This design comes from an exercise in tuning for small area and few clock cycles on the open sky130 flow, not from production work. Power figures rest on the tool's default switching activity, not on a simulated workload.

==> flow/design.v <==
`timescale 1ns/1ps
package ka_pkg;
	localparam int WORD_W = 36;
	localparam int ADDR_W = 18;
	localparam int FM_ADDR_W = 4;
	localparam int FM_WORDS = 1 << FM_ADDR_W;
	localparam int NXM_CYCLES = 64;
	localparam int NXM_CNT_W = $clog2(NXM_CYCLES);
	typedef logic [0:WORD_W-1] word_t;
	typedef logic [WORD_W-ADDR_W:WORD_W-1] addr_t;
	typedef logic [WORD_W-FM_ADDR_W:WORD_W-1] fm_addr_t;
	typedef enum logic [1:0] {
		KS_IDLE,
		KS_WAIT_FM,	 
		KS_WAIT_CORE,	 
		KS_FINISH	 
	} key_state_t;
	typedef enum logic [1:0] {
		MC_IDLE,
		MC_ADR_WAIT,	 
		MC_RD_WAIT,
		MC_WR_RS	 
	} mc_state_t;
endpackage
`timescale 1ns/1ps
import ka_pkg::*;
module ka_top (
	input logic clk,
	input logic pi_reset,
	input logic key_exa,
	input logic key_ex_nxt,
	input logic key_dep,
	input logic key_dep_nxt,
	input logic fm_enable_sw,
	input ka_pkg::addr_t as,
	input ka_pkg::word_t ds,
	output ka_pkg::word_t ar,
	output ka_pkg::addr_t ma,
	output logic key_busy,
	output logic key_done,
	output logic nxm,
	input logic membus_addr_ack,
	input logic membus_rd_rs,
	input ka_pkg::word_t membus_mb_in,
	output logic membus_rq_cyc,
	output logic membus_rd_rq,
	output logic membus_wr_rq,
	output logic membus_wr_rs,
	output ka_pkg::addr_t membus_ma,
	output ka_pkg::word_t membus_mb_out
);
	localparam int FA = WORD_W - FM_ADDR_W;	 
	localparam int NW = 4;
	localparam logic [4*NW-1:0] WA = {4'd12, 4'd8, 4'd4, 4'd0};	 
	localparam logic [5:0] LFSR_SEED = 6'b000001;
	localparam logic [5:0] LFSR_TERM = 6'b100000;
	localparam logic [5:0] LFSR_NXM = 6'b000010;
	ka_pkg::word_t rw [0:FM_WORDS-1];
	logic rv [0:FM_WORDS-1];	 
	logic [3:0] ptr;
	ka_pkg::word_t ar_q;
	logic inflight;	 
	logic dep_f;
	logic fm_wait;	 
	logic fm_done;	 
	logic rq_pend;	 
	logic rd_wait;	 
	logic [5:0] lfsr;
	logic key_any;
	logic key_next;
	logic key_dep_any;
	logic accept;
	logic to_fm;
	ka_pkg::addr_t ma_next;
	logic rd_end;
	logic nxm_end;
	logic rq_start;
	logic [3:0] d_acc;
	logic [3:0] d_cur;
	logic al_acc;
	logic al_cur;
	logic [1:0] tap_sel;
	logic rd_now;
	logic ld_tap;
	logic s_ds;
	logic s_mb;
	logic s_q;
	logic fm_wr;
	logic wal_acc;
	logic wal_cur;
	logic wsel;
	ka_pkg::word_t ar_d;
	assign key_any = key_exa | key_ex_nxt | key_dep | key_dep_nxt;
	assign key_next = ~key_exa & (key_ex_nxt | ~key_dep & key_dep_nxt);
	assign key_dep_any = ~key_exa & ~key_ex_nxt & (key_dep | key_dep_nxt);
	assign ma_next = key_next ? ma + 1'b1 : as;	 
	assign to_fm = fm_enable_sw && ma_next[WORD_W-ADDR_W:FA-1] == '0;
	assign rd_end = rd_wait & membus_rd_rs;
	assign nxm_end = inflight & nxm & lfsr == LFSR_NXM;
	assign membus_wr_rs = membus_rq_cyc & dep_f & membus_addr_ack;
	assign key_done = fm_done | nxm_end | membus_wr_rs | rd_end;
	assign key_busy = inflight & ~key_done;
	assign accept = key_any & ~key_busy;
	assign membus_rd_rq = membus_rq_cyc & ~dep_f;
	assign membus_wr_rq = membus_rq_cyc & dep_f;
	assign membus_ma = ma;
	assign membus_mb_out = ar_q;
	assign ar = rd_end ? membus_mb_in : ar_q;
	assign d_acc = ptr - ma_next[FA:WORD_W-1];
	assign d_cur = ptr - ma[FA:WORD_W-1];
	always_comb begin
		wal_acc = 1'b0;
		wal_cur = 1'b0;
		for (int m = 0; m < NW; m++) begin
			wal_acc = wal_acc | d_acc == WA[4*m +: 4];
			wal_cur = wal_cur | d_cur == WA[4*m +: 4];
		end
	end
	assign al_acc = key_dep_any ? wal_acc : d_acc[1:0] == '0;
	assign al_cur = dep_f ? wal_cur : d_cur[1:0] == '0;
	assign tap_sel = accept ? d_acc[3:2] : d_cur[3:2];
	assign rd_now = fm_wait & ~dep_f & al_cur;
	assign ld_tap = ~pi_reset & (accept ? ~key_dep_any & to_fm & al_acc : rd_now);
	assign s_ds = ~pi_reset & accept & key_dep_any;
	assign s_mb = ~pi_reset & ~accept & rd_end;
	assign s_q = ~pi_reset & ~accept & ~rd_now & ~rd_end;
	always_comb begin
		ar_d = ({WORD_W{s_ds}} & ds) | ({WORD_W{s_mb}} & membus_mb_in) |
			({WORD_W{s_q}} & ar_q);
		for (int j = 0; j < 4; j++)
			ar_d = ar_d | ({WORD_W{ld_tap & tap_sel == 2'(j) & rv[4*j]}} & rw[4*j]);
	end
	always_ff @(posedge clk)
		ar_q <= ar_d;
	assign fm_wr = fm_done & dep_f;
	always_ff @(posedge clk) begin
		for (int i = 0; i < FM_WORDS; i++) begin
			wsel = 1'b0;
			for (int m = 0; m < NW; m++)
				if (i == int'(WA[4*m +: 4]) + 2 && d_cur == WA[4*m +: 4] + 4'd1)
					wsel = 1'b1;
			if (fm_wr && wsel) begin
				rw[i] <= ar_q;
				rv[i] <= ~pi_reset;
			end else begin
				rw[i] <= rw[(i + FM_WORDS - 1) % FM_WORDS];
				rv[i] <= ~pi_reset & rv[(i + FM_WORDS - 1) % FM_WORDS];
			end
		end
	end
	assign rq_start = accept & ~to_fm & ~membus_wr_rs | rq_pend;
	always_ff @(posedge clk)
		lfsr <= rq_start ? LFSR_SEED : {lfsr[4:0], lfsr[5] ^ lfsr[4]};
	always_ff @(posedge clk) begin
		if (pi_reset) begin
			ptr <= '0;
			inflight <= 1'b0;
			fm_wait <= 1'b0;
			fm_done <= 1'b0;
			rq_pend <= 1'b0;
			rd_wait <= 1'b0;
			membus_rq_cyc <= 1'b0;
			ma <= '0;
			nxm <= 1'b0;
		end else begin
			ptr <= ptr + 1'b1;
			fm_done <= 1'b0;
			rq_pend <= 1'b0;
			if (key_done)
				inflight <= 1'b0;
			if (fm_wait && al_cur) begin
				fm_wait <= 1'b0;
				fm_done <= 1'b1;
			end
			if (rq_pend)
				membus_rq_cyc <= 1'b1;
			if (membus_rq_cyc) begin
				if (membus_addr_ack) begin
					membus_rq_cyc <= 1'b0;
					rd_wait <= ~dep_f;
				end else if (lfsr == LFSR_TERM) begin
					membus_rq_cyc <= 1'b0;
					nxm <= 1'b1;
				end
			end
			if (rd_end)
				rd_wait <= 1'b0;
			if (accept) begin
				inflight <= 1'b1;
				ma <= ma_next;
				dep_f <= key_dep_any;
				nxm <= 1'b0;
				if (to_fm) begin
					if (al_acc)
						fm_done <= 1'b1;
					else
						fm_wait <= 1'b1;
				end else if (membus_wr_rs)
					rq_pend <= 1'b1;
				else
					membus_rq_cyc <= 1'b1;
			end
		end
	end
endmodule
export LEC_CHECK = 0
export CAP_MARGIN = 20
export CORE_MARGIN = 2
export CORE_UTILIZATION = 60
export SLEW_MARGIN = 20
create_clock -name core_clock -period 10.0 [get_ports {clk}]
standard.sh (not shown) runs the stock make flow with config.mk's settings and CLKGATE_MAP_FILE= SYNTH_SCRIPT=/design/flow/synth_recipe.tcl, a recipe that flattens the netlist after the stock synthesis.
==> flow/flow/run.sh <==
#!/bin/bash
# The standard layout with three changes: ABC maps for area (no buffering or
# sizing, which the placement repair does anyway), the ports get the smallest
# buffer, and the clock tree uses clkbuf_8 leaves without dummy loads.
set -euo pipefail
cd "$(dirname "$0")/.."
W=$PWD
rm -rf "$W/scripts_mod"
cp -r "$FLOW_HOME/scripts" "$W/scripts_mod"
cp "$W/flow/abc_area.script" "$W/scripts_mod/abc_speed.script"
export SCRIPTS_DIR="$W/scripts_mod"
export BUFFER_PORTS_ARGS="-buffer_cell sky130_fd_sc_hd__buf_1"
export CTS_ARGS="-sink_clustering_enable -repair_clock_nets -dont_use_dummy_load -buf_list sky130_fd_sc_hd__clkbuf_8 -sink_clustering_size 18 -sink_clustering_max_diameter 50"
bash standard.sh > standard_flow.log 2>&1
==> flow/flow/abc_area.script <==
&get -n
&st
&dch
&nf -R 1000
&put
The starting point completed without violations.
Change:
--- a/flow/design.v
+++ b/flow/design.v
@@ -49,10 +49,10 @@
 	output ka_pkg::addr_t membus_ma,
 	output ka_pkg::word_t membus_mb_out
 );
 	localparam int FA = WORD_W - FM_ADDR_W;	 
-	localparam int NW = 4;
-	localparam logic [4*NW-1:0] WA = {4'd12, 4'd8, 4'd4, 4'd0};	 
+	localparam int NW = 3;
+	localparam logic [4*NW-1:0] WA = {4'd10, 4'd5, 4'd0};	 
 	localparam logic [5:0] LFSR_SEED = 6'b000001;
 	localparam logic [5:0] LFSR_TERM = 6'b100000;
 	localparam logic [5:0] LFSR_NXM = 6'b000010;
 	ka_pkg::word_t rw [0:FM_WORDS-1];
Effect: The new run completed without violations; setup slack gains 0.76 ns; count of clock-buffer cells in the layout rose by 1; total power rose by 0.56%; sequential cell count stays the same; cell count fell by 2.1%; clock power barely changes; hold slack loses 0.023 ns; die area fell by 1.7%; cell area fell by 1.5%; via count fell by 2.6%; sequential share of layout area rose by 1.0 points; routed wire length fell by 3.4%; synthesized area fell by 1.8%.
Function was not checked in any run of this note: the RTL went through the layout flow alone.

afterwards: timing with drivers on the ports:
No port has a modelled driver above. Below, the same layouts with a new extraction and two added sets of constraints. Step 1 assumes that a clkbuf_16 drives the clock port and a buf_2 every other input. Step 2 also shifts input and output timing later by t, the mid clock arrival at the registers, as if the neighbouring blocks saw the same clock. Slacks: ideal ports / drivers / drivers and shift; pairs: ideal ports / drivers.
| run | t (ns) | setup slack, ns | worst hold slack (ns) |
|---|---|---|---|
| the first run | 0.598 | 3.672 / 3.697 / 3.100 | 0.316 / 0.316 / 0.316 |
| the second run | 0.597 | 4.432 / 4.453 / 3.856 | 0.293 / 0.293 / 0.293 |
After both steps setup and hold are still met in every run listed. For the second run, which loses most, drivers alone change the setup slack by +0.021 ns; drivers and shift together by -0.576 ns.
